From an optimization exercise on the open Yosys and OpenROAD flow, aimed at small area; shortcuts taken in it are not production practice. Only simulation tests tie the RTL to the original design; equivalence was not proved. Power figures rest on the tool's default switching activity, not on a simulated workload.

### design/flow/config.mk
export PLATFORM = sky130hd
export DESIGN_NAME = priority_command_queue_with_cancel
export DESIGN_NICKNAME = priority_command_queue_with_cancel
export VERILOG_FILES = /design/flow/design.v
export SDC_FILE = /design/flow/constraint.sdc
export NUM_CORES = 4
export LEC_CHECK = 0
export CAP_MARGIN = 20
export CORE_MARGIN = 2
export CORE_UTILIZATION = 40
export SLEW_MARGIN = 20
### design/flow/constraint.sdc
create_clock -name core_clock -period 7.0 [get_ports {clk}]
set_input_delay 1.4000 -clock core_clock [delete_from_list [all_inputs] [get_ports {clk}]]
set_output_delay 1.4000 -clock core_clock [all_outputs]
set_load 0.01 [all_outputs]
### design/flow/design.v
package pcq_pkg;
  localparam logic [2:0] CMD_INIT     = 3'd0;
  localparam logic [2:0] CMD_ENQUEUE  = 3'd1;
  localparam logic [2:0] CMD_CANCEL   = 3'd2;
  localparam logic [2:0] CMD_DISPATCH = 3'd3;
  localparam logic [2:0] CMD_MARK_ALL = 3'd4;
endpackage
module priority_command_queue_with_cancel #(
  parameter int MAX_COMMANDS   = 32,
  parameter int MAX_PRIORITIES = 8
) (
  input  logic        clk,
  input  logic        rst_n,
  input  logic        in_tvalid,
  output logic        in_tready,
  input  logic [15:0] in_tdata,    
  output logic        out_tvalid,
  input  logic        out_tready,
  output logic [15:0] out_tdata,   
  input  logic        cfg_valid,
  output logic        cfg_ready,
  input  logic [0:0]  cfg_index,
  input  logic [3:0]  cfg_data
);
  localparam logic [2:0] S_CLR  = 3'd0;
  localparam logic [2:0] S_IDLE = 3'd1;
  localparam logic [2:0] S_WAIT = 3'd2;
  localparam logic [2:0] S_A    = 3'd3;
  localparam logic [2:0] S_B    = 3'd4;
  localparam logic [2:0] S_OUT  = 3'd5;
  function automatic logic lt6(input logic [5:0] a, input logic [5:0] b);
    logic r;
    r = 1'b0;
    for (int i = 0; i < 6; i++) r = (~a[i] & b[i]) | ((~a[i] | b[i]) & r);
    lt6 = r;
  endfunction
  function automatic logic lt3(input logic [2:0] a, input logic [2:0] b);
    logic r;
    r = 1'b0;
    for (int i = 0; i < 3; i++) r = (~a[i] & b[i]) | ((~a[i] | b[i]) & r);
    lt3 = r;
  endfunction
  logic       running_r;
  logic [2:0] np_r;
  assign cfg_ready = 1'b1;
  always_ff @(posedge clk) begin
    if (!rst_n) begin
      running_r <= 1'b0;
      np_r      <= 3'd1;
    end else if (cfg_valid) begin
      if (cfg_index == 1'b0) running_r <= cfg_data[0];
      else if (cfg_data[3]) np_r <= 3'd0;
      else if (cfg_data[2:0] == 3'd0) np_r <= 3'd1;
      else np_r <= cfg_data[2:0];
    end
  end
  logic [5:0] sring [32];   
  logic [5:0] bring [8];    
  logic [5:0] sfb, bfb;
  logic [4:0] ph;
  logic [2:0] st_r;
  logic [2:0] cmd_r;
  logic [4:0] id_r;    
  logic [2:0] pr_r;    
  logic [5:0] th_r;    
  logic       f_r;     
  logic       mk_r;    
  logic       aq_r;    
  always_ff @(posedge clk) begin
    for (int i = 0; i < 31; i++) sring[i] <= sring[i+1];
    sring[31] <= sfb;
    for (int i = 0; i < 7; i++) bring[i] <= bring[i+1];
    bring[7] <= bfb;
  end
  logic       e_mk;
  logic [4:0] e_r;
  logic [5:0] bnd;
  logic [2:0] bi;
  assign {e_mk, e_r} = sring[0];
  assign bnd = bring[0];
  assign bi  = ph[2:0];
  logic is_enq, is_can, is_dis, is_ini, is_mrk;
  assign is_ini = cmd_r == pcq_pkg::CMD_INIT;
  assign is_enq = cmd_r == pcq_pkg::CMD_ENQUEUE;
  assign is_can = cmd_r == pcq_pkg::CMD_CANCEL;
  assign is_dis = cmd_r == pcq_pkg::CMD_DISPATCH;
  assign is_mrk = cmd_r == pcq_pkg::CMD_MARK_ALL;
  logic in_a, in_b, last, rot0;
  assign in_a = st_r == S_A;
  assign in_b = st_r == S_B;
  assign last = ph == 5'd31;
  assign rot0 = ph[4:3] == 2'd0;
  logic q, hit, prio_ok, enq_ok, rm, r_lt, r_eq, b_le;
  assign q       = (e_r != 5'd31) | aq_r;
  assign hit     = ph == id_r;
  assign prio_ok = (np_r == 3'd0) || lt3(pr_r, np_r);
  assign enq_ok  = is_enq && running_r && !f_r && prio_ok;
  assign rm      = f_r && (is_can || is_dis);
  assign r_lt    = lt6({1'b0, e_r}, th_r);
  assign r_eq    = {1'b0, e_r} == th_r;
  assign b_le    = !lt6(th_r, bnd);
  logic [4:0] r_step;
  always_comb begin : r_stepper
    logic t;
    t = 1'b1;
    for (int i = 0; i < 5; i++) begin
      r_step[i] = e_r[i] ^ t;
      t = t & (e_r[i] ^ rm);
    end
  end
  logic [5:0] b_step;
  always_comb begin : b_stepper
    logic t;
    t = 1'b1;
    for (int i = 0; i < 6; i++) begin
      b_step[i] = bnd[i] ^ t;
      t = t & (bnd[i] ^ rm);
    end
  end
  always_comb begin
    sfb = sring[0];
    case (st_r)
      S_CLR: sfb = {1'b0, 5'd31};
      S_A:   if (is_ini && hit && !q) sfb[5] = 1'b0;
      S_B: begin
        if (enq_ok) begin
          if (hit) sfb[4:0] = th_r[4:0];
          else if (q && !r_lt) sfb[4:0] = r_step;
        end
        if (rm && q) begin
          if (r_eq) sfb[4:0] = 5'd31;
          else if (!r_lt) sfb[4:0] = r_step;
        end
        if (is_mrk && q && !r_lt) sfb[5] = 1'b1;
      end
      default: ;
    endcase
  end
  always_comb begin
    bfb = bring[0];
    case (st_r)
      S_CLR: bfb = 6'd0;
      S_B: begin
        if (rot0 && enq_ok && !lt3(pr_r, bi)) bfb = b_step;
        if (rot0 && rm && !b_le) bfb = b_step;
      end
      default: ;
    endcase
  end
  always_ff @(posedge clk) begin
    if (!rst_n) begin
      ph   <= 5'd0;
      aq_r <= 1'b0;
      st_r <= S_CLR;
    end else begin
      ph <= ph + 5'd1;
      case (st_r)
        S_CLR:  if (last) st_r <= S_IDLE;
        S_IDLE: if (in_tvalid) st_r <= S_WAIT;
        S_WAIT: if (last) st_r <= S_A;
        S_A:    if (last) st_r <= S_B;
        S_B: begin
          if (last) begin
            aq_r <= bring[1] == 6'd32;
            st_r <= S_OUT;
          end
        end
        S_OUT:  if (out_tready) st_r <= S_IDLE;
        default: st_r <= S_IDLE;
      endcase
    end
  end
  always_ff @(posedge clk) begin
    if (st_r == S_IDLE) begin
      cmd_r <= in_tdata[2:0];
      id_r  <= in_tdata[7:3];
      pr_r  <= in_tdata[10:8];
      f_r   <= 1'b0;
    end else if (in_a) begin
      if ((is_ini || is_enq) && hit) f_r <= q;
      if (is_can && hit && q) begin
        f_r  <= 1'b1;
        th_r <= {1'b0, e_r};
      end
      if (bi == (is_enq ? pr_r : np_r) && (is_enq || is_dis || is_mrk))
        th_r <= (bi == 3'd0 && !is_enq) ? 6'd0 : bnd;
      if (is_dis && bi == 3'd0) f_r <= !b_le;
      if (is_can || is_dis) pr_r <= 3'd7;
    end else if (in_b) begin
      if (rot0 && rm && bi != 3'd0 && b_le && pr_r == 3'd7) pr_r <= bi - 3'd1;
      if (is_dis && rm && q && r_eq) begin
        id_r <= ph;
        mk_r <= e_mk;
      end
    end
  end
  logic [2:0] status;
  logic [1:0] kind;
  always_comb begin
    status = 3'd0;
    kind   = 2'd0;
    case (cmd_r)
      pcq_pkg::CMD_INIT: if (f_r) status = 3'd2;
      pcq_pkg::CMD_ENQUEUE: begin
        if (!running_r) status = 3'd1;
        else if (f_r) status = 3'd2;
        else if (!prio_ok) status = 3'd4;
      end
      pcq_pkg::CMD_CANCEL:   if (f_r) kind = 2'd2; else status = 3'd3;
      pcq_pkg::CMD_DISPATCH: if (f_r) kind = 2'd1; else status = 3'd3;
      default: ;
    endcase
  end
  assign in_tready  = st_r == S_IDLE;
  assign out_tvalid = st_r == S_OUT;
  assign out_tdata  = {2'b00, kind[0] && mk_r, rm ? pr_r : 3'd0, rm ? id_r : 5'd0, kind, status};
endmodule
### design/flow/flow/run.sh
#!/bin/bash
# Standard layout with these changes: the combinational logic is re-mapped for
# area after floorplanning (flow/post_floorplan.tcl), CTS inserts no dummy loads
# and uses small clusters of clkbuf_4, ports are buffered with buf_1, and
# non-critical gates are downsized after global routing.
set -euo pipefail
here=$(pwd)
bash standard.sh \
  "POST_FLOORPLAN_TCL=$here/flow/post_floorplan.tcl" \
  'CTS_ARGS=-sink_clustering_enable -repair_clock_nets -dont_use_dummy_load -buf_list sky130_fd_sc_hd__clkbuf_4 -sink_clustering_size 12 -sink_clustering_max_diameter 45' \
  'BUFFER_PORTS_ARGS=-buffer_cell sky130_fd_sc_hd__buf_1' \
  RECOVER_POWER=100 \
  finish > make_finish.log 2>&1
### design/flow/flow/post_floorplan.tcl
# Run after ORFS's floorplan step: re-map the combinational logic for area.
# Registers, ports and function stay the same. ABC gets a copy of the
# liberty file without the cells the platform marks don't-use.

# Writes a copy of liberty file lib to flib without the cells matching any
# pattern in patterns; returns how many cells it left out.
proc write_lib_without {lib flib patterns} {
  set in [open $lib r]
  set out [open $flib w]
  set skip 0
  set depth 0
  set dropped 0
  while {[gets $in line] >= 0} {
    if {!$skip && [regexp {^\s*cell\s*\(\s*"?([A-Za-z0-9_]+)"?\s*\)} $line -> name]} {
      foreach p $patterns {
        if {[string match $p $name]} {
          set skip 1
          set depth 0
          incr dropped
          break
        }
      }
    }
    if {$skip} {
      incr depth [expr {[regexp -all {\{} $line] - [regexp -all {\}} $line]}]
      if {$depth <= 0 && [regexp {\}} $line]} {
        set skip 0
      }
      continue
    }
    puts $out $line
  }
  close $in
  close $out
  return $dropped
}

set rs_dir [file join $::env(OBJECTS_DIR) restructure]
file mkdir $rs_dir
set rs_lib [file join $rs_dir usable.lib]
puts "restructure: left out [write_lib_without [lindex $::env(LIB_FILES) 0] $rs_lib $::env(DONT_USE_CELLS)] don't-use cells"
report_design_area
restructure -target area \
  -liberty_file $rs_lib \
  -tielo_port [join $::env(TIELO_CELL_AND_PORT) /] \
  -tiehi_port [join $::env(TIEHI_CELL_AND_PORT) /] \
  -work_dir $rs_dir
report_design_area
### design/flow/standard.sh
#!/bin/bash
# synth_recipe.tcl (not shown) runs the flow's synth.tcl, then flattens the netlist and writes it again
# the make line also repeats each setting of config.mk as NAME=value (left out here)
make -C /OpenROAD-flow-scripts/flow DESIGN_CONFIG=/design/flow/config.mk WORK_HOME=/design/flow/orfs CLKGATE_MAP_FILE= SYNTH_SCRIPT=/design/flow/synth_recipe.tcl "${@:-finish}"
==> summary.txt, run 1 <==
- LEAKAGE: 0.002781 uW
- Routed len/inst: 14.30 um
- Die area: 0.02056 mm2
- Worst r2r src: cmd_r[1]
- Vias in the first global route: 4,368
- Met3 routed WL: 912 um
- Main area contributors after synthesis: dfxtp_1 (65%), edfxtp_1 (7.0%), ha_1 (2.1%), xnor2_1 (2.0%), nor2_1 (1.7%)
- Layout cells sized above 1: 4.640%
- Crit. End Element: primary output
- Slowest stage delay, CP: 790 ps
- P_sw: 440.9 uW
- DR DRC count: 0
- Largest net degree at the start of global routing: 19
- Outcome: complete, no violations
- Clock net sink count: 272
- TritonRoute pass-1 iters: 5
- RSZ-0062 raised after global routing: false
- Clock power frac: 27.7%
- Worst skew pair latency: 640 ps
- Vias: 4,271
- I/O pin cnt: 45
- Effective utilization at floorplan: 41.13%
- Clock buffer count from CTS: 29
- Remaining antenna violation count: 0
- Synth Area per Inst: 12.89 um2
- Number of enable flip-flop cells after synthesis: 18
- Post-CTS Setup Bufs: 0
- Setup tns final: 0 ps
- Dpl ws: 2727 ps
- Setup CP Type: reg2out
- CTS tree: yes
- Fin nets: 653
- WL final: 12.66 mm
- Relative slew slack: 33.09%
- Synth Warn #: 3
- Minimum clock period: 4960 ps
- Synth-to-Final Area Change: 1.272%
- Hold Crit Class: reg2reg
- Antenna Cells: 0
- Met1 WL: 6.014 mm
- H-tree depth: 1
- Async S/R FF share, synth: 0%
- Post-DP HPWL: 8.604 mm
- Synth Instances: 603
- First-pass GRT wire length: 21.20 mm
- Max Cap Violations: 0
- Share of Yosys cell area claimed by the top area cell type: 65.44%
- Setup crit start kind: flip-flop
- Post-cts resize count: 0
- Hold depth: 0
- Req. time, crit path: 5600 ps
- Top layer in use: met4
- Logic gate share of total power: 1.2%
- Crit path arrival time: 3560 ps
- Largest delay share family, worst path: buffers and inverters
- Core footprint: 0.01889 mm2
- Crit Reg-Reg Endpoint: bring[7][5]
- FMAX: 0.2016 GHz
- Worst-Margin Slew: 994.5 ps
- Syn Std Cell Area: 0.007770 mm2
- R2R setup slack: 2900 ps
- DR iter-0 viols: 220
- Final Max Tran Viols: 0
- Congestion Overflow GR: 0
- Yosys reg bits: 272
- Synth area leader: dfxtp_1
- Main flop type after synthesis: dfxtp_1
- Via-to-Cell Ratio: 4.826
- Worst-path clk slew: 110 ps
- Global Route Usage Sum: 12.77%
- Hold path startpoint: bring[6][1]
- PwrDens: 280.4 mW/mm2
- Met2 wire len: 5.487 mm
- VDD IR-drop max: 0.0001510 V
- Cell variety after synth: 77
- CP max stage cell: clkinv_1
- Placer Congestion: 0.8903
- Worst Path Buf+Inv: 4
- Hold-fix buffers at CTS: 0
- Setup Skew: 55.32 ps
- Crit path max fanout: 18
- Die width: 143.4 um
- Internal cell power: 1766 uW
- Clk root buf: clkbuf_4
- Share of the cycle needed by the critical path after routing: 70.86%
- Initial antenna violation count: 0
- Sequential power share: 71.1%
- CTS max path bufs: 3
- Final hold viol count: 0
- Core Rows: 50
- Final setup fails: 0
- Switching part of the total: 19.98%
- CP Cell Sequence: clkinv_1 -> nor2_1 -> clkinv_1 -> nor2_1 -> clkinv_1 -> nor2_1 -> buf_1
- Sequential-to-total area share from yosys stat: 72.40%
- Die Span Y: 143.4 um
- Smallest setup slack after layout: 2040 ps
- Min-Delay Endpoint: bring[5][1]
- R2R depth: 12
- Port Buf Inserts: 36
## worst reg2reg max path, cell delays in order (launching register included)
cell and delay (ps):
edfxtp_1 430, clkinv_1 160, nor2_1 220, clkinv_1 120, nor2_1 700, clkinv_1 790
nor4_1 460, o21ai_0 310, clkinv_1 150, o221ai_1 170, a221oi_1 320, nor2_1 70
a211oi_1 170
## power by group through the flow
stage	combinational [uW]	clock, uW	sequential, uW
after CTS	25.4	648	1570
final	25.6	612	1570
after global placement	24.4	0	1600
after detailed placement	25.2	0	1600
after floorplan	25.6	0	1600
after global routing	28.8	710	1570
## per-stage QoR
stage | utilization [%] | cell area [um2] | instances | hold slack (ps) | power [uW]
6_report | 41.65 | 7869 | 885 | 272.0 | 2207
4_1_cts | 41.65 | 7869 | 885 | 268.4 | 2243
2_1_floorplan | - | 7774 | 604 | 309.6 | 1628
3_5_place_dp | 40.50 | 7651 | 856 | 312.1 | 1630
3_3_place_gp | 40.50 | 7651 | 856 | 310.4 | 1629
5_1_grt | 41.65 | 7869 | 885 | 282.5 | 2309
## metal layers
metal | up-vias | global-route usage (%)
li1 | 2073 | -
met1 | 2022 | 17.54
met2 | 153 | 19.90
met3 | 23 | 2.899
met4 | 0 | 4.489
met5 | - | 0
## state kept, by name (all words and copies together) (netlist names)
name	flops
aq_r	1
bring	48
cmd_r	3
f_r	1
id_r	5
mk_r	1
np_r	3
ph	5
pr_r	3
running_r	1
sring	192
st_r	3
th_r	6
## cells by family (layout without fill, tap and decap cells)
logic type	after synthesis	after routing	share of synthesized area [%]
flip-flops	272	272	72.40
AO/OA/AOI/OAI	82	121	7.085
adder cells (fa/ha/maj)	16	0	2.512
XOR/XNOR	24	1	2.705
multiplexers	6	0	0.8052
other	2	6	0.09665
buffers and inverters	45	124	2.963
AND/OR/NAND/NOR	156	101	11.43
## worst max path at each step
stage,depth (start not counted),from,slack (ps),to
after floorplan,5,cmd_r[2],4310,out_tdata[13]
after global placement,7,cmd_r[1],2790,out_tdata[4]
after detailed placement,7,cmd_r[1],2730,out_tdata[4]
after CTS,7,cmd_r[1],2050,out_tdata[11]
after global routing,7,cmd_r[1],1620,out_tdata[11]
final,7,cmd_r[1],2040,out_tdata[11]
## synthesized netlist by cell type, drive strengths merged, types with 3 or more instances
library cell,number
a31oi,4
mux2i,4
buf,15
nor3b,6
clkbuf,9
nor2b,13
o22ai,3
nor3,12
ha,13
a211oi,3
dfxtp,254
or2,4
and3,10
nor4,6
xor2,6
o21ai,20
and2,7
edfxtp,18
a21oi,22
nor2,37
nand3b,3
maj3,3
xnor2,18
nand2b,5
a22oi,3
nand2,35
nand3,8
or3,3
a21boi,4
inv,21
## cell usage in the layout, fill, tap and decap left out, drive strengths merged, types with 7 or more instances in the layout
cell type	count
dfxtp	254
edfxtp	18
o21a	7
nor3	19
o21ai	21
a21oi	11
o22ai	25
clkbuf	29
buf	36
nand2	7
a211oi	9
nor2	52
clkinv	59
## layout make-up
class / instances / area, um2
Fill cell: 1845 / 11020
Timing Repair Buffer: 36 / 135.1
Sequential cell: 272 / 5625
Multi-Input combinational cell: 229 / 1344
Inverter: 59 / 221.5
Clock buffer: 29 / 217.7
Tap cell: 260 / 325.3
==> inputs of run 2 (changes only) <==
--- a/design/flow/flow/run.sh
+++ b/design/flow/flow/run.sh
@@ -9,3 +9,3 @@
   "POST_FLOORPLAN_TCL=$here/flow/post_floorplan.tcl" \
-  'CTS_ARGS=-sink_clustering_enable -repair_clock_nets -dont_use_dummy_load -buf_list sky130_fd_sc_hd__clkbuf_4 -sink_clustering_size 12 -sink_clustering_max_diameter 45' \
+  'CTS_ARGS=-sink_clustering_enable -repair_clock_nets -dont_use_dummy_load -buf_list sky130_fd_sc_hd__clkbuf_4 -sink_clustering_size 10 -sink_clustering_max_diameter 50' \
   'BUFFER_PORTS_ARGS=-buffer_cell sky130_fd_sc_hd__buf_1' \
==> run 2 against run 1 <==
Net effect: still clean; routed wire length grew 1.1%; register-to-register slack worse by 60 ps; area after synthesis is the same; combinational power hardly changed; worst setup slack got worse by 6.2 ps; final cell count rose by 0.56%; core utilization rose by 0.20 points; sequential share of layout area shrank 0.34 points; clock skew decreased by 6.0 ps; global-route usage rose by 0.31 points; sequential power hardly changed; highest routed layer unchanged.
==> summary.txt, run 2 <==
- LEAKAGE: 0.002804 uW
- PwrDens: 285.6 mW/mm2
- Cell variety after synth: 77
- Max reg flops: 192
- Congestion Overflow GR: 0
- Relative slew slack: 32.07%
- Worst Path Buf+Inv: 4
- Vias: 4,328
- Clock buffer count from CTS: 34
- Synth Warn #: 3
- Minimum clock period: 4966 ps
- Largest delay share family, worst path: buffers and inverters
- Layout cells sized above 1: 5.397%
- Via-to-Cell Ratio: 4.863
- Most common cell in the netlist: dfxtp_1
- Hold-fix buffers at CTS: 0
- Port Buf Inserts: 36
- Worst skew pair latency: 610 ps
- Max Cap Violations: 0
- Crit path max fanout: 18
- Worst-path clk slew: 90 ps
- Setup crit start kind: flip-flop
- Outcome: complete, no violations
- Final hold viol count: 0
- Filler cell count: 1,820
- Req. time, crit path: 5600 ps
- Fin nets: 658
- Clock net sink count: 272
- Main area contributors after synthesis: dfxtp_1 (65%), edfxtp_1 (7.0%), ha_1 (2.1%), xnor2_1 (2.0%), nor2_1 (1.7%)
- CP max stage cell: clkinv_1
- First-pass GRT wire length: 21.32 mm
- CTS tree: yes
- Remaining antenna violation count: 0
- Largest net degree at the start of global routing: 19
- Global Route Usage Sum: 13.09%
- Crit path arrival time: 3570 ps
- Setup CP Type: reg2out
- WL final: 12.79 mm
- Smallest setup slack after layout: 2034 ps
- Finished Core Util: 41.85%
- Post-DP HPWL: 8.604 mm
- Largest register by flop count: sring
- Number of enable flip-flop cells after synthesis: 18
- Synth-to-Final Area Change: 1.755%
- Die Span Y: 143.4 um
- DR iter-0 viols: 230
- DR DRC count: 0
- Sequential-to-total area share from yosys stat: 72.40%
- Most frequent cells in the layout: dfxtp_1 (254), clkinv_1 (59), nor2_1 (52)
- Worst-Margin Slew: 1010 ps
- Synth area leader: dfxtp_1
- Vias in the first global route: 4,409
- Most common cell after layout, fill and taps aside: dfxtp_1
- Core footprint: 0.01889 mm2
- Crit. End Element: primary output
- Largest registers: sring x192, bring x48, th_r x6
- Final setup fails: 0
- Post-route non-filler standard cell count: 890
- Setup Skew: 49.28 ps
- Slowest stage delay, CP: 780 ps
- Async S/R FF share, synth: 0%
- Hold Crit Class: reg2reg
- Share of the cycle needed by the critical path after routing: 70.95%
- Setup tns final: 0 ps
- Initial antenna violation count: 0
- RSZ-0062 raised after global routing: false
- Synth Area per Inst: 12.89 um2
- Post-CTS Setup Bufs: 0
- Post-cts resize count: 0
- Placer Congestion: 0.8903
- Clk root buf: clkbuf_4
- Routed len/inst: 14.37 um
- CTS max path bufs: 3
- Top cells by instance count after synthesis: dfxtp_1 (254), nor2_1 (36), nand2_1 (34)
- VDD IR-drop max: 0.0001427 V
- Antenna Cells: 0
- I/O pin cnt: 45
- CP Cell Sequence: clkinv_1 -> nor2_1 -> clkinv_1 -> nor2_1 -> clkinv_1 -> nor2_1 -> buf_1
- Core Rows: 50
- Die width: 143.4 um
- H-tree depth: 2
- Final Max Tran Viols: 0
- Main flop type after synthesis: dfxtp_1
- Syn Std Cell Area: 0.007770 mm2
- Effective utilization at floorplan: 41.13%
- DP Cell Count: 856
- Yosys reg bits: 272
- Dpl ws: 2727 ps
- Share of Yosys cell area claimed by the top area cell type: 65.44%
- Synth Instances: 603
- TritonRoute pass-1 iters: 5
- FMAX: 0.2014 GHz
- Die area: 0.02056 mm2
-- run 2: cell count changes in the layout (fill, tap and decap cells not counted) --
cell	change
clkbuf_4	+5
-- run 2: final timing paths --
kind | slack (ps) | to | cells past startpoint | start
min | 300 | sring[22][3] | 0 | sring[23][3]
min reg2reg | 300 | sring[22][3] | 0 | sring[23][3]
max reg2reg | 2840 | bring[7][5] | 12 | cmd_r[1]
max | 2030 | out_tdata[11] | 7 | cmd_r[1]
-- run 2: metal layers --
metal | global-route usage, % | share of wire (%)
met4 | 5.263 | 2.4
met2 | 20.08 | 44
met3 | 3.765 | 6.9
met5 | 0 | 0
met1 | 17.45 | 47
-- run 2: area by class of cell --
cell class | instances | area, um2 | area share (%)
Inverter | 59 | 221.5 | 2.801
Timing Repair Buffer | 36 | 135.1 | 1.709
Multi-Input combinational cell | 229 | 1344 | 17.00
Clock buffer | 34 | 255.2 | 3.228
Sequential cell | 272 | 5625 | 71.15
Tap cell | 260 | 325.3 | 4.115
-- run 2: metrics by stage --
stage                     area [um2]  total power, uW  hold WS (ps)
final                           7906             2258         300.8
after global routing            7906             2359         306.2
after CTS                       7906             2291         305.6
after detailed placement        7651             1630         312.1
after global placement          7651             1629         310.4
after floorplan                 7774             1628         309.6
-- run 2: report_power, final --
part	switching [uW]	total [uW]	leakage (uW)	internal [uW]
clock	438	664	0.000156	226
sequential	4.14	1570	0.00221	1560
combinational	15.3	25.7	0.000434	10.4
total	457	2260	0.00280	1800
-- run 2: cells by family (layout without fill, tap and decap cells) --
group	after synthesis	after routing	synth area share (%)
flip-flops	272	272	72.40
AND/OR/NAND/NOR	156	101	11.43
AO/OA/AOI/OAI	82	121	7.085
buffers and inverters	45	129	2.963
XOR/XNOR	24	1	2.705
adder cells (fa/ha/maj)	16	0	2.512
multiplexers	6	0	0.8052
other	2	6	0.09665
==> inputs of run 3 (changes only) <==
==> design/flow/flow/run.sh (replaced) <==
#!/bin/bash
# The standard layout with these changes:
# - after floorplanning the combinational logic is re-mapped for area and
#   unused tie cells are removed (flow/post_floorplan.tcl);
# - CTS inserts no dummy loads and uses small clusters of clkbuf_4;
# - ports are buffered with buf_1;
# - non-critical gates are downsized after global routing.
# make's output goes to make_finish.log; each step's log is under orfs/logs.
set -euo pipefail
here=$(pwd)
bash standard.sh \
  "POST_FLOORPLAN_TCL=$here/flow/post_floorplan.tcl" \
  'CTS_ARGS=-sink_clustering_enable -repair_clock_nets -dont_use_dummy_load -buf_list sky130_fd_sc_hd__clkbuf_4 -sink_clustering_size 12 -sink_clustering_max_diameter 45' \
  'BUFFER_PORTS_ARGS=-buffer_cell sky130_fd_sc_hd__buf_1' \
  RECOVER_POWER=100 \
  finish > make_finish.log 2>&1
--- a/design/flow/flow/post_floorplan.tcl
+++ b/design/flow/flow/post_floorplan.tcl
@@ -37,2 +37,36 @@
 
+# Removes tie cells whose output drives nothing, with their nets.
+proc remove_unused_ties {} {
+  set removed 0
+  foreach inst [[ord::get_db_block] getInsts] {
+    if {[[$inst getMaster] getName] ne [lindex $::env(TIELO_CELL_AND_PORT) 0]} {
+      continue
+    }
+    set used 0
+    set nets {}
+    foreach it [$inst getITerms] {
+      if {![$it isOutputSignal]} {
+        continue
+      }
+      set net [$it getNet]
+      if {$net eq "NULL"} {
+        continue
+      }
+      if {[llength [$net getITerms]] > 1 || [llength [$net getBTerms]] > 0} {
+        set used 1
+      } else {
+        lappend nets $net
+      }
+    }
+    if {!$used} {
+      odb::dbInst_destroy $inst
+      foreach net $nets {
+        odb::dbNet_destroy $net
+      }
+      incr removed
+    }
+  }
+  return $removed
+}
+
 set rs_dir [file join $::env(OBJECTS_DIR) restructure]
@@ -48 +82,3 @@
 report_design_area
+puts "restructure: removed [remove_unused_ties] unused tie cells"
+report_design_area
==> run 3 against run 2 <==
Net effect: area after synthesis stayed put; via count fell by 2.2%; die area did not move; core utilization down 0.28 points; clock power fell by 9.8%; register-to-register slack improved by 50 ps; final cell count decreased by 0.90%; fmax is 1.0% lower; sequential share of layout area rose by 0.48 points; non-clock buffer count increased by 1; count of clock-buffer cells in the layout is 6 lower; largest cell class unchanged; largest power group unchanged; highest routed layer unchanged.
==> summary.txt, run 3 <==
- Outcome: complete, no violations
- Global Route Usage Sum: 13.27%
- Area taken by multi-input logic gates: 0.001333 mm2
- Layout cells sized above 1: 4.502%
- Via-to-Cell Ratio: 4.799
- Clk root buf: clkbuf_4
- Final setup fails: 0
- Worst skew pair latency: 620 ps
- TritonRoute pass-1 iters: 4
- Worst-Margin Slew: 1143 ps
- Crit path arrival time: 3620 ps
- Largest register by flop count: sring
- Share of the cycle needed by the critical path after routing: 71.69%
- Die area: 0.02056 mm2
- Main flop type after synthesis: dfxtp_1
- Most frequent cells in the layout: dfxtp_1 (254), clkinv_1 (59), nor2_1 (52)
- Post-DP HPWL: 8.800 mm
- Synth Instances: 603
- Synth Area per Inst: 12.89 um2
- CTS max path bufs: 3
- Vias: 4,233
- DR DRC count: 0
- Most common cell in the netlist: dfxtp_1
- Syn Std Cell Area: 0.007770 mm2
- Largest net degree at the start of global routing: 19
- Antenna Cells: 0
- Setup tns final: 0 ps
- Congestion Overflow GR: 0
- Sequential-to-total area share from yosys stat: 72.40%
- H-tree depth: 1
- VDD IR-drop max: 0.0001423 V
- Hold path startpoint: sring[3][3]
- Worst-path clk slew: 110 ps
- Max reg flops: 192
- Core Rows: 50
- Top cells by instance count after synthesis: dfxtp_1 (254), nor2_1 (36), nand2_1 (34)
- Remaining antenna violation count: 0
- Req. time, crit path: 5600 ps
- Post-cts resize count: 0
- Relative slew slack: 23.08%
- WL final: 12.99 mm
- Worst r2r src: cmd_r[1]
- Routed len/inst: 14.73 um
- Number of enable flip-flop cells after synthesis: 18
- Die Span Y: 143.4 um
- Vias in the first global route: 4,267
- Effective utilization at floorplan: 41.13%
- RSZ-0062 raised after global routing: false
- CTS tree: yes
- Setup CP Type: reg2out
- Crit. End Element: primary output
- Hold depth: 0
- Main area contributors after synthesis: dfxtp_1 (65%), edfxtp_1 (7.0%), ha_1 (2.1%), xnor2_1 (2.0%), nor2_1 (1.7%)
- Synth Warn #: 3
- Crit path max fanout: 18
- Minimum clock period: 5018 ps
- Largest registers: sring x192, bring x48, th_r x6
- Post-CTS Setup Bufs: 0
- Post-route non-filler standard cell count: 882
- DP Cell Count: 854
- Setup Skew: 66.98 ps
- DR iter-0 viols: 277
- First-pass GRT wire length: 21.61 mm
- R2R depth: 12
- FMAX: 0.1993 GHz
- R2R setup slack: 2890 ps
- Filler cell count: 1,825
- Initial antenna violation count: 0
- Max Cap Violations: 0
- Clock net sink count: 272
- Placer Congestion: 0.8801
- I/O pin cnt: 45
- Hold-fix buffers at CTS: 0
- LEAKAGE: 0.002768 uW
- Sequential Area: 0.005625 mm2
- Port Buf Inserts: 36
- Setup crit start kind: flip-flop
- Final Max Tran Viols: 0
- Min-Delay Endpoint: sring[2][3]
- Fin nets: 650
- Synth area leader: dfxtp_1
- Most common cell after layout, fill and taps aside: dfxtp_1
- Final hold viol count: 0
- Async S/R FF share, synth: 0%
- Crit Reg-Reg Endpoint: bring[7][5]
- PwrDens: 279.4 mW/mm2
- Core footprint: 0.01889 mm2
- Yosys reg bits: 272
- Hold Crit Class: reg2reg
- Synth-to-Final Area Change: 1.079%
- Cell variety after synth: 77
- Share of Yosys cell area claimed by the top area cell type: 65.44%
- Die width: 143.4 um
- Clock buffer count from CTS: 28
- Overall power: 2194 uW
==> run 3: critical path: stages (launching register included) <==
cell,delay [ps]
edfxtp_1,430
clkinv_1,150
nor2_1,220
clkinv_1,120
nor2_1,680
clkinv_1,810
nor2_1,390
buf_1,190
==> run 3: logic make-up (layout without fill, tap and decap cells) <==
family | Yosys count | count (layout) | synth area share, %
flip-flops | 272 | 272 | 72.40
AND/OR/NAND/NOR | 156 | 101 | 11.43
AO/OA/AOI/OAI | 82 | 121 | 7.085
buffers and inverters | 45 | 124 | 2.963
XOR/XNOR | 24 | 1 | 2.705
adder cells (fa/ha/maj) | 16 | 0 | 2.512
multiplexers | 6 | 0 | 0.8052
other | 2 | 3 | 0.09665
==> run 3: area by class of cell <==
class                      instances  share of cell area, %
inverter                          59                  2.820
multi-input combinational        226                  16.97
tap                              260                  4.142
clock buffer                      28                  2.676
sequential                       272                  71.63
timing repair buffer              37                  1.768
==> run 3: worst max path at each step <==
stage | start | endpoint | depth (start not counted)
2_1_floorplan | cmd_r[2] | out_tdata[13] | 5
3_3_place_gp | cmd_r[1] | out_tdata[11] | 7
3_5_place_dp | cmd_r[1] | out_tdata[4] | 7
4_1_cts | cmd_r[1] | out_tdata[4] | 7
5_1_grt | cmd_r[1] | out_tdata[4] | 7
6_report | cmd_r[1] | out_tdata[11] | 7
==> run 3: through the flow <==
step | setup WS, ps | cell area (um2) | hold slack [ps] | util (%)
floorplan | 4315 | 7774 | 309.6 | -
global placement | 2672 | 7647 | 310.6 | 40.48
detailed placement | 2728 | 7647 | 312.1 | 40.48
CTS | 1964 | 7858 | 279.4 | 41.59
global route | 1575 | 7854 | 282.6 | 41.57
finish | 1982 | 7854 | 281.2 | 41.57
==> run 3: routing by layer <==
| layer | wire length, um | global-route usage [%] | share of wire [%] |
|---|---|---|---|
| met1 | 6238 | 18.31 | 48 |
| met5 | 0 | 0 | 0 |
| met4 | 384 | 6.089 | 3.0 |
| met2 | 5403 | 19.15 | 42 |
| met3 | 967 | 3.965 | 7.4 |
==> run 3: where the power goes <==
part           internal (uW)  switching (uW)  total (uW)
Combinational           10.4            15.7        26.1
Sequential              1570            3.88        1570
Clock                    184             415         599
==> inputs of run 4 (changes only) <==
--- a/design/flow/flow/run.sh
+++ b/design/flow/flow/run.sh
@@ -2,2 +2,5 @@
 # The standard layout with these changes:
+# - synthesis is the standard flow's own (synth_recipe.tcl) except that ABC maps the
+#   combinational logic with flow/area.abc (flow/synth.tcl); registers come
+#   out as in the standard synthesis;
 # - after floorplanning the combinational logic is re-mapped for area and
@@ -10,3 +13,6 @@
 here=$(pwd)
+export PCQ_FLOW_DIR="$here/flow"
+export PCQ_WORK_DIR="$here"
 bash standard.sh \
+  "SYNTH_SCRIPT=$here/flow/synth.tcl" \
   "POST_FLOORPLAN_TCL=$here/flow/post_floorplan.tcl" \
==> design/flow/flow/area.abc (new file) <==
strash
&get -n
&deepsyn -T 30
&put
dch -f
map -a
topo
==> design/flow/flow/synth.tcl (new file) <==
# The standard synthesis (synth_recipe.tcl), except that ABC maps the
# combinational logic with flow/area.abc, a script aimed at area. Registers are
# mapped before ABC runs, so they come out as in the standard synthesis.
set ::area_abc_script [file join $::env(PCQ_FLOW_DIR) area.abc]
proc abc {args} {
  set i [lsearch -exact $args -script]
  if {$i >= 0} {
    lset args [expr {$i + 1}] $::area_abc_script
  }
  yosys abc {*}$args
}
source [file join $::env(PCQ_WORK_DIR) synth_recipe.tcl]
==> run 4 against run 3 <==
Net effect: register-to-register slack gained 420 ps; count of clock-buffer cells in the layout is the same; power grew 0.19%; critical path type unchanged; highest routed layer unchanged.
==> summary.txt, run 4 <==
- Main area contributors after synthesis: dfxtp_1 (70%), edfxtp_1 (7.4%), clkinv_1 (3.8%), nor2_1 (3.5%), a21oi_1 (2.4%)
- Worst hold slack: 276.6 ps
- Synth Instances: 598
- CTS max path bufs: 3
- Port Buf Inserts: 36
- Setup tns final: 0 ps
- Post-cts resize count: 0
- Most common cell in the netlist: dfxtp_1
- Main flop type after synthesis: dfxtp_1
- Congestion Overflow GR: 0
- Vias: 4,050
- Synth area leader: dfxtp_1
- LEAKAGE: 0.002798 uW
- I/O pin cnt: 45
- Crit. End Element: primary output
- Share of Yosys cell area claimed by the top area cell type: 70.01%
- Syn Std Cell Area: 0.007263 mm2
- Via-to-Cell Ratio: 4.862
- DR iter-0 viols: 351
- Worst skew pair latency: 640 ps
- Die Span Y: 138.8 um
- Crit Reg-Reg Endpoint: bring[7][5]
- Area taken by multi-input logic gates: 0.001217 mm2
- VDD IR-drop max: 0.0001248 V
- Core Rows: 49
- Initial antenna violation count: 2
- Largest registers: sring x192, bring x48, th_r x6
- Effective utilization at floorplan: 40.57%
- Synth Warn #: 3
- Max reg flops: 192
- Worst-path clk slew: 120 ps
- R2R setup slack: 3310 ps
- Top cells by instance count after synthesis: dfxtp_1 (254), clkinv_1 (73), nor2_1 (68)
- Worst-Margin Slew: 823.1 ps
- Synth-to-Final Area Change: 6.288%
- Hold Crit Class: reg2reg
- Final Max Tran Viols: 0
- Min-Delay Endpoint: sring[0][5]
- Global Route Usage Sum: 12.03%
- Relative slew slack: 44.62%
- Max Cap Violations: 0
- Core footprint: 0.01790 mm2
- Largest net degree at the start of global routing: 16
- Sequential-to-total area share from yosys stat: 77.45%
- GR Layer Usage met1: 16.83%
- Crit path arrival time: 2590 ps
- Final setup fails: 0
- Final hold viol count: 0
- CTS tree: yes
- WL final: 11.39 mm
- GR peak layer: met2
- H-tree depth: 1
- Hold depth: 0
- Overall power: 2198 uW
- Remaining antenna violation count: 0
- FMAX: 0.2504 GHz
- Hold-fix buffers at CTS: 0
- Fin nets: 630
- Setup crit start kind: flip-flop
- Req. time, crit path: 5600 ps
- Outcome: complete, no violations
- Die width: 138.8 um
- Most common cell after layout, fill and taps aside: dfxtp_1
- Synth Area per Inst: 12.15 um2
- Routed len/inst: 13.67 um
- Clk root buf: clkbuf_4
- RSZ-0062 raised after global routing: false
- Post-CTS Setup Bufs: 0
- Crit path max fanout: 15
- Share of the cycle needed by the critical path after routing: 57.04%
- Most frequent cells in the layout: dfxtp_1 (254), clkinv_1 (62), nor2_1 (44)
- Clock net sink count: 272
- Clock buffer count from CTS: 28
- Largest register by flop count: sring
- GR Util met3: 2.935%
- Layout cells sized above 1: 4.651%
- Placer Congestion: 0.8539
- Async S/R FF share, synth: 0%
- Hold path startpoint: sring[1][5]
- Yosys reg bits: 272
- Number of enable flip-flop cells after synthesis: 18
- PwrDens: 284.8 mW/mm2
- Filler cell count: 1,694
- Setup CP Type: reg2out
- Minimum clock period: 3993 ps
- R2R depth: 10
- Worst r2r src: cmd_r[2]
- DR DRC count: 0
- TritonRoute pass-1 iters: 5
- Cell variety after synth: 29
- Vias in the first global route: 4,037
- Die area: 0.01925 mm2
- Setup Skew: 74.92 ps
- Met2 Usage GRT: 18.03%
- Sequential Area: 0.005625 mm2
- First-pass GRT wire length: 19.33 mm
- Post-DP HPWL: 7.629 mm
run 4: changes by cell type in the layout (fill, tap and decap cells not counted), sizes merged, moves of 4 or more:
cell   delta
nor2      -8
nor2b     -4
nand3     -4
nand2     +4
nor3      -7
o21ai    -11
run 4: metal layers:
metal  vias to the layer above  wire length [um]
li1                       1995                 -
met1                      1883              5455
met2                       136              4847
met3                        36               752
met4                         0               335
met5                         -                 0
run 4: through the flow:
stage | worst slack, ps | instance area, um2 | std cells | utilization (%)
2_1_floorplan | 4076 | 7267 | 599 | -
6_report | 3007 | 7720 | 833 | 43.12
3_5_place_dp | 3373 | 7512 | 803 | 41.96
5_1_grt | 2671 | 7720 | 833 | 43.12
3_3_place_gp | 3411 | 7512 | 803 | 41.96
4_1_cts | 2952 | 7722 | 831 | 43.14
run 4: layout make-up:
cell class | count | share of cell area, %
Multi-Input combinational cell | 202 | 15.77
Antenna cell | 2 | 0.06483
Timing Repair Buffer | 38 | 1.848
Inverter | 62 | 3.015
Sequential cell | 272 | 72.87
Clock buffer | 28 | 2.723
Tap cell | 229 | 3.712
run 4: how the worst max path moves through the flow:
stage              from            end  slack (ps)  cells after the start
2_1_floorplan  cmd_r[1]  out_tdata[10]        4080                      6
4_1_cts        cmd_r[2]   out_tdata[9]        2950                      6
6_report       cmd_r[2]   out_tdata[7]        3010                      6
3_3_place_gp   cmd_r[2]    bring[7][5]        3410                     10
3_5_place_dp   cmd_r[2]    bring[7][5]        3370                     10
5_1_grt        cmd_r[2]   out_tdata[9]        2670                      6
run 4: report_power, final:
group          internal, uW  leakage, uW  switching [uW]
logic                  11.4     0.000455            15.9
clock network           184     0.000129             417
registers              1570      0.00221            4.57
total                  1760      0.00280             438
run 4: cell families after synthesis:
kind of cell / after synthesis / synth area share (%)
AO/OA/AOI/OAI: 104 / 8.390
XOR/XNOR: 5 / 0.6029
adder cells (fa/ha/maj): 13 / 2.240
buffers and inverters: 76 / 4.083
flip-flops: 272 / 77.45
other: 2 / 0.1034
AND/OR/NAND/NOR: 126 / 7.132
run 4: critical path: stages, from the launching register on:
cell	delay, ps
edfxtp_1	430
clkinv_1	110
nand2_1	140
nor2_1	340
clkinv_1	530
nor2_1	270
buf_1	170
==> inputs of run 5 (changes only) <==
--- a/design/flow/design.v
+++ b/design/flow/design.v
@@ -26,3 +26,2 @@
   localparam logic [2:0] S_IDLE = 3'd1;
-  localparam logic [2:0] S_WAIT = 3'd2;
   localparam logic [2:0] S_A    = 3'd3;
@@ -158,4 +157,3 @@
         S_CLR:  if (last) st_r <= S_IDLE;
-        S_IDLE: if (in_tvalid) st_r <= S_WAIT;
-        S_WAIT: if (last) st_r <= S_A;
+        S_IDLE: if (in_tvalid && last) st_r <= S_A;
         S_A:    if (last) st_r <= S_B;
@@ -213,3 +211,3 @@
   end
-  assign in_tready  = st_r == S_IDLE;
+  assign in_tready  = st_r == S_IDLE && last;
   assign out_tvalid = st_r == S_OUT;
--- a/design/flow/config.mk
+++ b/design/flow/config.mk
@@ -9,3 +9,3 @@
 export CORE_MARGIN = 2
-export CORE_UTILIZATION = 40
+export CORE_UTILIZATION = 60
 export SLEW_MARGIN = 20
==> run 5 against run 4 <==
Net effect: still clean on timing, DRC and antenna; power shrank 0.90%; global-route usage grew 4.7 points; core utilization grew 22 points; final cell count shrank 11%; worst setup slack lost 420 ps; first-iteration DRC count shrank 13%; sequential power is essentially flat; sequential share of layout area grew 1.9 points; register-to-register slack gained 260 ps; flip-flop and latch count is the same; count of clock-buffer cells in the layout shrank 1; via count shrank 4.1%; largest power group unchanged.
==> summary.txt, run 5 <==
- Core footprint: 0.01156 mm2
- Die area: 0.01288 mm2
- Synth-to-Final Area Change: 4.610%
- PwrDens: 289.6 mW/mm2
- Sequential Area: 0.005625 mm2
- Die width: 113.5 um
- Hold path startpoint: sring[26][4]
- Hold-fix buffers at CTS: 0
- DP Cell Count: 712
- First-pass GRT wire length: 17.43 mm
- Port Buf Inserts: 36
- Global Route Usage Sum: 16.74%
- Main flop type after synthesis: dfxtp_1
- Max reg flops: 192
- DR DRC count: 0
- RSZ-0062 raised after global routing: false
- Cell variety after synth: 31
- Largest registers: sring x192, bring x48, th_r x6
- Worst-Margin Slew: 843.7 ps
- Clock buffer count from CTS: 27
- CP max stage cell: nor2_1
- Post-CTS Setup Bufs: 0
- Async S/R FF share, synth: 0%
- Crit path arrival time: 3010 ps
- Vias in the first global route: 3,730
- Met2 Usage GRT: 24.67%
- Dpl ws: 3148 ps
- Filler cell count: 916
- Worst r2r src: cmd_r[1]
- Final Max Tran Viols: 0
- I/O pin cnt: 45
- Most common cell in the netlist: dfxtp_1
- Worst skew pair latency: 610 ps
- Top cells by instance count after synthesis: dfxtp_1 (254), clkinv_1 (71), nor2_1 (57)
- Final hold viol count: 0
- Clk root buf: clkbuf_4
- CP Cell Sequence: clkinv_1 -> nor2_1 -> clkinv_1 -> nor2_1 -> clkinv_1 -> nor2_1 -> buf_1
- Fin nets: 624
- Number of enable flip-flop cells after synthesis: 18
- GR Util met3: 3.773%
- H-tree depth: 1
- Synth area leader: dfxtp_1
- Synth Area per Inst: 12.38 um2
- GR peak layer: met2
- Routed len/inst: 14.20 um
- Worst Path Buf+Inv: 4
- Relative slew slack: 43.55%
- Area taken by multi-input logic gates: 0.001160 mm2
- LEAKAGE: 0.002792 uW
- Synth Instances: 581
- Final setup fails: 0
- GR Layer Usage met1: 24.35%
- R2R setup slack: 3570 ps
- Setup tns final: 0 ps
- Req. time, crit path: 5600 ps
- Min-Delay Endpoint: sring[25][4]
- TritonRoute pass-1 iters: 5
- Setup CP Type: reg2out
- Crit path max fanout: 11
- Vias: 3,882
- Share of the cycle needed by the critical path after routing: 63.00%
- Core Rows: 39
- Yosys reg bits: 272
- CTS tree: yes
- Minimum clock period: 4410 ps
- VDD IR-drop max: 0.0001770 V
- Synth Warn #: 3
- Via-to-Cell Ratio: 5.253
- Main area contributors after synthesis: dfxtp_1 (71%), edfxtp_1 (7.5%), clkinv_1 (3.7%), nor2_1 (3.0%), ha_1 (2.3%)
- Largest register by flop count: sring
- Hold Crit Class: reg2reg
- Hold depth: 0
- Slowest stage delay, CP: 690 ps
- Initial antenna violation count: 0
- R2R depth: 11
- Share of Yosys cell area claimed by the top area cell type: 70.70%
- WL final: 10.49 mm
- Crit Reg-Reg Endpoint: bring[7][3]
- Setup crit start kind: flip-flop
- Syn Std Cell Area: 0.007192 mm2
- DR iter-0 viols: 305
- Max Cap Violations: 0
- Congestion Overflow GR: 0
- Crit. End Element: primary output
- Worst hold slack: 314.2 ps
- Sequential-to-total area share from yosys stat: 78.22%
- Remaining antenna violation count: 0
- Layout cells sized above 1: 4.530%
- Most frequent cells in the layout: dfxtp_1 (254), clkinv_1 (58), nor2_1 (53)
- Clock net sink count: 272
- FMAX: 0.2267 GHz
- Post-cts resize count: 0
- Setup Skew: 38.65 ps
- Antenna Cells: 0
- Worst-path clk slew: 100 ps
- Largest net degree at the start of global routing: 16
- Effective utilization at floorplan: 62.19%
- Post-DP HPWL: 6.875 mm
- Smallest setup slack after layout: 2590 ps
- Largest delay share family, worst path: simple AND/OR/NAND/NOR gates
- Outcome: complete, no violations
- Placer Congestion: 0.8242
- CTS max path bufs: 3
- Die Span Y: 113.5 um
- Most common cell after layout, fill and taps aside: dfxtp_1
- Post-route non-filler standard cell count: 739
## run 5: final cells by class
type                    count  area share, %
repair buffers             37          1.846
clock buffers              27          2.694
multi-input cells         202          15.42
inverters                  58          2.894
well taps                 143          2.378
flip-flops and latches    272          74.77
## run 5: stage by stage
step                total power, uW  area (um2)  util, %
global route                   2274        7523    65.05
finish                         2178        7523    65.05
detailed placement             1631        7325    63.33
CTS                            2209        7527    65.09
global placement               1630        7325    63.33
floorplan                      1625        7196        -
## run 5: report_power, final
group | switching, uW | internal (uW)
Clock | 404 | 178
Sequential | 5.05 | 1570
Combinational | 14.6 | 11.3
## run 5: logic make-up after synthesis
logic type               count (synthesis)  synth area share [%]
AO/OA/AOI/OAI                           95                 7.759
XOR/XNOR                                 4                0.4872
adder cells (fa/ha/maj)                 13                 2.262
buffers and inverters                   74                 4.019
flip-flops                             272                 78.22
other                                    2                0.1044
AND/OR/NAND/NOR                        121                 7.150
## run 5: worst max-delay path by stage
stage          slack, ps   endpoint  cells after the start  startpoint
2_1_floorplan       3950  in_tready                      5     st_r[2]
3_5_place_dp        3150  in_tready                      7     st_r[0]
4_1_cts             2460  in_tready                      7     st_r[0]
3_3_place_gp        3280  in_tready                      7     st_r[0]
6_report            2590  in_tready                      7     st_r[0]
5_1_grt             2260  in_tready                      7     st_r[0]
## run 5: per-layer routing
layer	up-vias	part of all wire [%]
li1	1948	-
met1	1804	50
met2	112	43
met3	18	5.0
met4	0	1.8
met5	-	0
==> inputs of run 6 (changes only) <==
--- a/design/flow/config.mk
+++ b/design/flow/config.mk
@@ -9,3 +9,3 @@
 export CORE_MARGIN = 2
-export CORE_UTILIZATION = 60
+export CORE_UTILIZATION = 80
 export SLEW_MARGIN = 20
==> run 6 against run 5 <==
Net effect: via count increased by 10%; count of clock-buffer cells in the layout fell by 1; sequential power about the same; combinational power about the same; still clean; hold slack better by 3.1 ps; final cell count down 6.4%; global-route usage increased by 12 points; final area shrank 0.78%; routed wire length increased by 28%; clock power about the same; register-to-register slack got worse by 350 ps.
==> summary.txt, run 6 <==
- Crit path arrival time: 2850 ps
- Hold depth: 0
- R2R depth: 10
- Post-route cell area: 0.007465 mm2
- Max Cap Violations: 0
- Syn Std Cell Area: 0.007187 mm2
- RSZ-0062 raised after global routing: false
- VDD IR-drop max: 0.0002763 V
- Fin nets: 612
- Post-CTS Setup Bufs: 0
- Effective utilization at floorplan: 82.41%
- Global Route Usage Sum: 28.69%
- R2R setup slack: 3220 ps
- Clock power frac: 26.8%
- H-tree depth: 1
- TritonRoute pass-1 iters: 6
- Setup tns final: 0 ps
- Switching part of the total: 19.79%
- Number of enable flip-flop cells after synthesis: 18
- Largest registers: sring x192, bring x48, th_r x6
- DP Area: 0.007273 mm2
- Sequential power share: 72.1%
- Worst-path clk slew: 120 ps
- Core footprint: 0.008721 mm2
- DR DRC count: 0
- Synth-to-Final Area Change: 3.865%
- Largest net degree at the start of global routing: 15
- Yosys reg bits: 272
- Most common cell in the netlist: dfxtp_1
- Placer Congestion: 0.8588
- Sequential-to-total area share from yosys stat: 78.27%
- LEAKAGE: 0.002771 uW
- Setup Skew: 41.14 ps
- Relative slew slack: 31.01%
- Core Rows: 34
- Setup CP Type: reg2out
- First-pass GRT wire length: 21.78 mm
- Worst r2r src: cmd_r[2]
- PwrDens: 291.8 mW/mm2
- Max reg flops: 192
- Synth Warn #: 3
- Initial antenna violation count: 0
- Hold path startpoint: sring[28][5]
- Vias in the first global route: 4,265
- Top cells by instance count after synthesis: dfxtp_1 (254), clkinv_1 (68), nor2_1 (52)
- Crit path max fanout: 14
- Crit. End Element: primary output
- Internal cell power: 1747 uW
- Die area: 0.009757 mm2
- Logic gate share of total power: 1.2%
- Crit Reg-Reg Endpoint: bring[7][4]
- Layout cells sized above 1: 4.452%
- Remaining antenna violation count: 0
- Hold Crit Class: reg2reg
- Port Buf Inserts: 36
- Die Span Y: 98.78 um
- Synth area leader: dfxtp_1
- Worst-Margin Slew: 1025 ps
- Most common cell after layout, fill and taps aside: dfxtp_1
- Post-cts resize count: 0
- Cell variety after synth: 30
- Share of the cycle needed by the critical path after routing: 60.68%
- Setup crit start kind: flip-flop
- Congestion Overflow GR: 0
- Filler cell count: 402
- Clock net sink count: 272
- Vias: 4,281
- Share of Yosys cell area claimed by the top area cell type: 70.75%
- P_sw: 431.1 uW
- FMAX: 0.2354 GHz
- Most frequent cells in the layout: dfxtp_1 (254), clkinv_1 (50), nor2_1 (48)
- Final hold viol count: 0
- DR iter-0 viols: 510
- Main flop type after synthesis: dfxtp_1
- Final Max Tran Viols: 0
- CTS tree: yes
- Antenna Cells: 0
- Final setup fails: 0
- Clk root buf: clkbuf_4
- Hold-fix buffers at CTS: 0
- Largest register by flop count: sring
- Min-Delay Endpoint: sring[27][5]
- Clock buffer count from CTS: 26
- I/O pin cnt: 45
- WL final: 13.48 mm
- Outcome: complete, no violations
- Async S/R FF share, synth: 0%
- Worst skew pair latency: 600 ps
- Via-to-Cell Ratio: 6.186
- Main area contributors after synthesis: dfxtp_1 (71%), edfxtp_1 (7.5%), clkinv_1 (3.6%), nor2_1 (2.7%), a21oi_1 (2.3%)
- Die width: 98.78 um
- Synth Area per Inst: 12.41 um2
- Synth Instances: 579
- Req. time, crit path: 5600 ps
- CTS max path bufs: 3
- Routed len/inst: 19.48 um
- Post-DP HPWL: 8.903 mm
- Minimum clock period: 4248 ps
## run 6: cell types whose count changed after synthesis, sizes merged, moves of 2 or more
cell	previous run	this run
clkinv	71	68
nor2	57	52
a21oi	22	33
nand2	33	36
xor2	2	5
nor3	6	9
o21ai	31	24
nand3	10	8
## run 6: logic make-up (layout without fill, tap and decap cells)
family                     after synthesis  count (layout)  synth area share [%]
AOI/OAI and AO/OA                       97             100                 7.782
adders and majority gates               13               0                 2.263
and+or+nand+nor                        117              95                 6.860
DFF                                    272             272                 78.27
buffers and inverters                   71             113                 3.865
other                                    2               3                0.1045
xor gates and xnor gates                 7               1                0.8531
## run 6: area by class of cell
cell class,count,area (um2),area share [%]
multi-input cells,199,1182,15.84
flip-flops and latches,272,5625,75.36
clock buffers,26,195.2,2.615
inverters,50,187.7,2.514
well taps,108,135.1,1.810
repair buffers,37,138.9,1.861
## run 6: power groups by stage
stage / Combinational, uW / Sequential (uW) / Clock [uW]
6_report: 25.6 / 1570 / 583
5_1_grt: 28.2 / 1570 / 659
4_1_cts: 24.6 / 1570 / 599
3_5_place_dp: 24.5 / 1600 / 0
3_3_place_gp: 22.5 / 1600 / 0
2_1_floorplan: 21.3 / 1600 / 0
## run 6: critical path, stage by stage, from the launching register on
cell and delay (ps):
edfxtp_1 460, clkinv_1 100, nand2_1 150, nor2_1 520
clkinv_1 580, nor2_1 270, buf_1 180
## run 6: how the worst max path moves through the flow
stage          slack (ps)      from  cells past startpoint             to
2_1_floorplan        3930   st_r[0]                      6      in_tready
3_3_place_gp         3550  cmd_r[2]                      6  out_tdata[10]
3_5_place_dp         3470     ph[0]                      7      in_tready
4_1_cts              2810  cmd_r[2]                      6  out_tdata[10]
5_1_grt              2550     ph[0]                      7      in_tready
6_report             2750  cmd_r[2]                      6  out_tdata[10]
## run 6: per-layer routing
| metal | track usage (%) | vias up | wire length (um) |
|---|---|---|---|
| met5 | 0 | - | 0 |
| met1 | 36.10 | 1973 | 5242 |
| li1 | - | 1930 | - |
| met4 | 12.01 | 0 | 634 |
| met2 | 49.12 | 314 | 6574 |
| met3 | 5.248 | 64 | 1029 |
## run 6: stage by stage
stage	setup WS, ps	std cells	utilization (%)	total power [uW]	hold slack (ps)
final	2752	692	85.60	2179	317.3
after global routing	2546	692	85.60	2258	331.2
after CTS	2806	692	85.64	2193	323.7
after detailed placement	3473	666	83.40	1629	312.1
after global placement	3545	666	83.40	1627	310.7
after floorplan	3932	580	-	1626	309.6
==> inputs of run 7 (changes only) <==
--- a/design/flow/config.mk
+++ b/design/flow/config.mk
@@ -9,3 +9,3 @@
 export CORE_MARGIN = 2
-export CORE_UTILIZATION = 80
+export CORE_UTILIZATION = 40
 export SLEW_MARGIN = 20
==> run 7 against run 6 <==
Net effect: still clean on timing, DRC and antenna; via count is 7.1% lower; clock skew is 80 ps higher; sequential share of layout area is 1.9 points lower; flip-flop and latch count stayed put; fmax is 3.1% lower; final cell count is 20% higher; final area is 2.5% higher; power is 1.7% higher; first-iteration DRC count is 47% lower; largest power group unchanged.
==> summary.txt, run 7 <==
- P_sw: 442.8 uW
- Async S/R FF share, synth: 0%
- RSZ-0062 raised after global routing: false
- Cell variety after synth: 31
- Die Span Y: 138.1 um
- First-pass GRT wire length: 19.24 mm
- Core footprint: 0.01778 mm2
- Clock buffer count from CTS: 30
- GR peak layer: met2
- Hold depth: 0
- Crit. End Element: primary output
- VDD IR-drop max: 0.0001725 V
- Synth Instances: 581
- Req. time, crit path: 5600 ps
- TritonRoute pass-1 iters: 4
- Via-to-Cell Ratio: 4.801
- Setup Skew: 120.7 ps
- Synth Area per Inst: 12.38 um2
- I/O pin cnt: 45
- Crit path arrival time: 2980 ps
- Setup tns final: 0 ps
- Number of enable flip-flop cells after synthesis: 18
- Fin nets: 627
- LEAKAGE: 0.002806 uW
- Sequential power share: 70.9%
- Synth area leader: dfxtp_1
- Met2 Usage GRT: 18.63%
- Post-cts resize count: 0
- Share of the cycle needed by the critical path after routing: 62.63%
- Die width: 138.1 um
- Layout cells sized above 1: 5.008%
- Routed len/inst: 13.79 um
- CTS tree: yes
- Remaining antenna violation count: 0
- Clock power frac: 27.9%
- FMAX: 0.2281 GHz
- Worst skew pair latency: 660 ps
- Largest delay share family, worst path: simple AND/OR/NAND/NOR gates
- Final hold viol count: 0
- Most frequent cells in the layout: dfxtp_1 (254), clkinv_1 (58), nor2_1 (53)
- Setup crit start kind: flip-flop
- Internal cell power: 1773 uW
- Logic gate share of total power: 1.2%
- Largest registers: sring x192, bring x48, th_r x6
- Post-CTS Setup Bufs: 0
- Effective utilization at floorplan: 40.45%
- Switching part of the total: 19.99%
- WL final: 11.42 mm
- Share of Yosys cell area claimed by the top area cell type: 70.70%
- Placer Congestion: 0.8445
- Largest register by flop count: sring
- R2R setup slack: 3480 ps
- Worst-path clk slew: 110 ps
- Hold Crit Class: reg2reg
- Synth-to-Final Area Change: 6.420%
- Yosys reg bits: 272
- Crit path max fanout: 11
- CTS max path bufs: 3
- Worst Path Buf+Inv: 4
- Final setup fails: 0
- Slowest stage delay, CP: 630 ps
- Max reg flops: 192
- GR Layer Usage met1: 16.79%
- Port Buf Inserts: 36
- Sequential-to-total area share from yosys stat: 78.22%
- DR DRC count: 0
- Finished Core Util: 43.05%
- Max Cap Violations: 0
- Clk root buf: clkbuf_4
- CP Cell Sequence: clkinv_1 -> nor2_1 -> clkinv_1 -> nor2_1 -> clkinv_1 -> nor2_1 -> buf_1
- Vias in the first global route: 3,916
- Synth Warn #: 3
- Vias: 3,975
- Most common cell after layout, fill and taps aside: dfxtp_1
- Global Route Usage Sum: 12.04%
- Main area contributors after synthesis: dfxtp_1 (71%), edfxtp_1 (7.5%), clkinv_1 (3.7%), nor2_1 (3.0%), ha_1 (2.3%)
- WP depth: 7
- Post-DP HPWL: 7.476 mm
- Outcome: complete, no violations
- H-tree depth: 1
- Antenna Cells: 0
- GR Util met3: 2.390%
- Setup CP Type: reg2out
- R2R depth: 10
- DR iter-0 viols: 272
- CP max stage cell: nor2_1
- Crit Reg-Reg Endpoint: bring[7][3]
- Congestion Overflow GR: 0
- Largest net degree at the start of global routing: 17
- Core Rows: 49
- Min-Delay Endpoint: bring[1][5]
- Top cells by instance count after synthesis: dfxtp_1 (254), clkinv_1 (71), nor2_1 (57)
- Die area: 0.01907 mm2
- Final Max Tran Viols: 0
- Initial antenna violation count: 1
- Syn Std Cell Area: 0.007192 mm2
- Main flop type after synthesis: dfxtp_1
- Worst-Margin Slew: 805.4 ps
- Clock net sink count: 272
- Relative slew slack: 45.81%
- Most common cell in the netlist: dfxtp_1
- Hold path startpoint: bring[2][5]
- PwrDens: 289.5 mW/mm2
- Minimum clock period: 4384 ps
- Worst r2r src: cmd_r[2]
- Hold-fix buffers at CTS: 0
==> run 7: cell count changes after synthesis, sizes merged, moves of 2 or more <==
| cell | delta |
|---|---|
| nor2 | +5 |
| nand2 | -3 |
| xor2 | -3 |
| clkinv | +3 |
| nor3 | -3 |
| nand3 | +2 |
| a21oi | -11 |
| o21ai | +7 |
==> run 7: area by class of cell <==
cell class / count / area, um2
fill: 1683 / 10130
sequential: 272 / 5625
multi-input combinational: 202 / 1160
tap: 229 / 286.5
clock buffer: 30 / 225.2
inverter: 58 / 217.7
timing repair buffer: 37 / 138.9
==> run 7: cells by family after synthesis <==
| kind of cell | share of synthesized area (%) |
|---|---|
| flops | 78.22 |
| simple gates | 7.150 |
| compound gates | 7.759 |
| buf+inv | 4.019 |
| fa+ha+maj | 2.262 |
| xor+xnor | 0.4872 |
| other cells | 0.1044 |
==> run 7: power by group through the flow <==
| stage | Clock [uW] | Combinational (uW) | Sequential (uW) |
|---|---|---|---|
| after global placement | 0 | 26.3 | 1610 |
| after detailed placement | 0 | 27.1 | 1610 |
| after CTS | 651 | 27.3 | 1570 |
| final | 618 | 27.2 | 1570 |
| after global routing | 720 | 30.0 | 1570 |
| after floorplan | 0 | 20.8 | 1600 |
==> run 7: worst max path at each step <==
stage                  from        end  slack (ps)
floorplan           st_r[2]  in_tready        3950
global placement    st_r[0]  in_tready        3240
detailed placement  st_r[0]  in_tready        3210
CTS                 st_r[0]  in_tready        2540
global route        st_r[0]  in_tready        2230
finish              st_r[0]  in_tready        2620
==> run 7: routing by layer <==
layer,wire length (um),share of wire (%)
met3,617,5.4
met4,332,2.9
met2,4957,43
met5,0,0
met1,5508,48
==> run 7: metrics by stage <==
stage	hold slack, ps	instance area [um2]	cells	total power [uW]	setup slack [ps]
2_1_floorplan	309.6	7196	582	1625	3953
3_3_place_gp	309.7	7432	798	1632	3243
3_5_place_dp	312.1	7432	798	1633	3212
4_1_cts	260.8	7657	828	2249	2542
5_1_grt	267.1	7654	828	2322	2231
6_report	267.7	7654	828	2215	2616
==> inputs of run 8 (changes only) <==
--- a/design/flow/flow/run.sh
+++ b/design/flow/flow/run.sh
@@ -18,3 +18,3 @@
   "POST_FLOORPLAN_TCL=$here/flow/post_floorplan.tcl" \
-  'CTS_ARGS=-sink_clustering_enable -repair_clock_nets -dont_use_dummy_load -buf_list sky130_fd_sc_hd__clkbuf_4 -sink_clustering_size 12 -sink_clustering_max_diameter 45' \
+  'CTS_ARGS=-sink_clustering_enable -repair_clock_nets -dont_use_dummy_load -buf_list {sky130_fd_sc_hd__clkbuf_2 sky130_fd_sc_hd__clkbuf_4} -sink_clustering_size 12 -sink_clustering_max_diameter 45' \
   'BUFFER_PORTS_ARGS=-buffer_cell sky130_fd_sc_hd__buf_1' \
==> run 8 against run 7 <==
Net effect: area after synthesis is the same; highest routed layer unchanged; still clean; flip-flop and latch count is the same; fmax stayed put; sequential power about the same; largest cell class unchanged; critical endpoint unchanged.
==> summary.txt, run 8 <==
- Yosys reg bits: 272
- Final setup fails: 0
- Worst Path Buf+Inv: 4
- H-tree depth: 1
- Initial antenna violation count: 1
- Top cells by instance count after synthesis: dfxtp_1 (254), clkinv_1 (71), nor2_1 (57)
- CTS max path bufs: 3
- Area taken by multi-input logic gates: 0.001160 mm2
- Max reg flops: 192
- CP max stage cell: nor2_1
- I/O pin cnt: 45
- Largest delay share family, worst path: simple AND/OR/NAND/NOR gates
- Crit path arrival time: 2980 ps
- Global Route Usage Sum: 12.04%
- Port Buf Inserts: 36
- Effective utilization at floorplan: 40.45%
- Logic gate share of total power: 1.2%
- GR Util met3: 2.390%
- FMAX: 0.2281 GHz
- Die area: 0.01907 mm2
- Largest register by flop count: sring
- Worst-path clk slew: 110 ps
- Share of the cycle needed by the critical path after routing: 62.63%
- Final hold viol count: 0
- Main flop type after synthesis: dfxtp_1
- Clock power frac: 27.9%
- Max Cap Violations: 0
- Sequential-to-total area share from yosys stat: 78.22%
- Post-CTS Setup Bufs: 0
- Slowest stage delay, CP: 630 ps
- Crit. End Element: primary output
- Post-route cell area: 0.007654 mm2
- Main area contributors after synthesis: dfxtp_1 (71%), edfxtp_1 (7.5%), clkinv_1 (3.7%), nor2_1 (3.0%), ha_1 (2.3%)
- Minimum clock period: 4384 ps
- Post-route non-filler standard cell count: 828
- Placer Congestion: 0.8445
- Outcome: complete, no violations
- Fin nets: 627
- TritonRoute pass-1 iters: 4
- Remaining antenna violation count: 0
- Relative slew slack: 45.81%
- DR DRC count: 0
- Clock net sink count: 272
- Congestion Overflow GR: 0
- Routed len/inst: 13.79 um
- Cell variety after synth: 31
- Most common cell after layout, fill and taps aside: dfxtp_1
- Layout cells sized above 1: 5.008%
- Die Span Y: 138.1 um
- Setup tns final: 0 ps
- Via-to-Cell Ratio: 4.801
- Setup CP Type: reg2out
- Sequential Area: 0.005625 mm2
- Synth-to-Final Area Change: 6.420%
- CP Cell Sequence: clkinv_1 -> nor2_1 -> clkinv_1 -> nor2_1 -> clkinv_1 -> nor2_1 -> buf_1
- GR Layer Usage met1: 16.79%
- Antenna Cells: 0
- Worst-Margin Slew: 805.4 ps
- Synth Instances: 581
- Post-DP HPWL: 7.476 mm
- Async S/R FF share, synth: 0%
- Met2 Usage GRT: 18.63%
- Setup crit start kind: flip-flop
- RSZ-0062 raised after global routing: false
- DP Cell Count: 798
- CTS tree: yes
- Vias: 3,975
- Largest net degree at the start of global routing: 17
- PwrDens: 289.5 mW/mm2
- Vias in the first global route: 3,916
- Sequential power share: 70.9%
## run 8: cell families (layout without fill, tap and decap cells)
group                      count (synthesis)  in the layout  synth area share [%]
adders and majority gates                 13              0                 2.262
other                                      2              3                0.1044
AOI/OAI and AO/OA                         95            102                 7.759
buffers and inverters                     74            125                 4.019
xor gates and xnor gates                   4              0                0.4872
and+or+nand+nor                          121             97                 7.150
DFF                                      272            272                 78.22
## run 8: final cells by class
class	instances	share of cell area [%]
clock buffer	30	2.943
sequential	272	73.50
multi-input combinational	202	15.15
inverter	58	2.845
timing repair buffer	37	1.815
tap	229	3.744
## run 8: metrics by stage
step	setup slack, ps	util (%)	total power [uW]
after CTS	2542	43.07	2249
after floorplan	3953	-	1625
after global routing	2231	43.05	2322
after detailed placement	3212	41.80	1633
after global placement	3243	41.80	1632
final	2616	43.05	2215
## run 8: worst reg2reg max path: cells and delay by family (launching register included)
family,cells,cell delay [ps]
and+or+nand+nor,3,1080
AOI/OAI and AO/OA,4,1090
buffers and inverters,3,770
DFF,1,420
## run 8: power by group through the flow
stage / sequential, uW / clock (uW) / combinational, uW
after floorplan: 1600 / 0 / 20.8
after global placement: 1610 / 0 / 26.3
after detailed placement: 1610 / 0 / 27.1
after CTS: 1570 / 651 / 27.3
after global routing: 1570 / 720 / 30.0
final: 1570 / 618 / 27.2
## run 8: path summary, 6_finish.rpt
| kind | start | end | slack (ps) | cells after the start |
|---|---|---|---|---|
| worst max-delay path | st_r[0] | in_tready | 2620 | 7 |
| worst min-delay path | bring[2][5] | bring[1][5] | 270 | 0 |
| worst max register to register | cmd_r[2] | bring[7][3] | 3480 | 10 |
| worst min register to register | bring[2][5] | bring[1][5] | 270 | 0 |
## run 8: routing by layer
layer  wire length, um  vias up
li1                  -     1962
met1              5508     1860
met2              4957      120
met3               617       33
met4               332        0
met5                 0        -

-- port drivers added, routing unchanged --
Ports are ideal in the flow. The routed layouts listed here were re-timed in OpenROAD. Step 1 assumes that a clkbuf_16 drives the clock port and a buf_2 every other input. Step 2 also shifts input and output timing later by t, the mid clock arrival at the registers, as if the neighbouring blocks saw the same clock. Slacks: ideal / step 1 / step 2; pairs: ideal / step 1.
run	shift t [ns]	slack for setup (ns)
run 1	0.645	2.040 / 2.006 / 2.651
run 2	0.615	2.034 / 2.001 / 2.616
run 3	0.627	1.982 / 1.947 / 2.574
run 4	0.644	3.007 / 2.971 / 3.311
run 5	0.625	2.590 / 2.557 / 3.182
run 6	0.611	2.752 / 2.722 / 3.217
run 7	0.638	2.616 / 2.580 / 3.218
run 8	0.638	2.616 / 2.580 / 3.218
After both steps setup and hold are still met in every run listed.
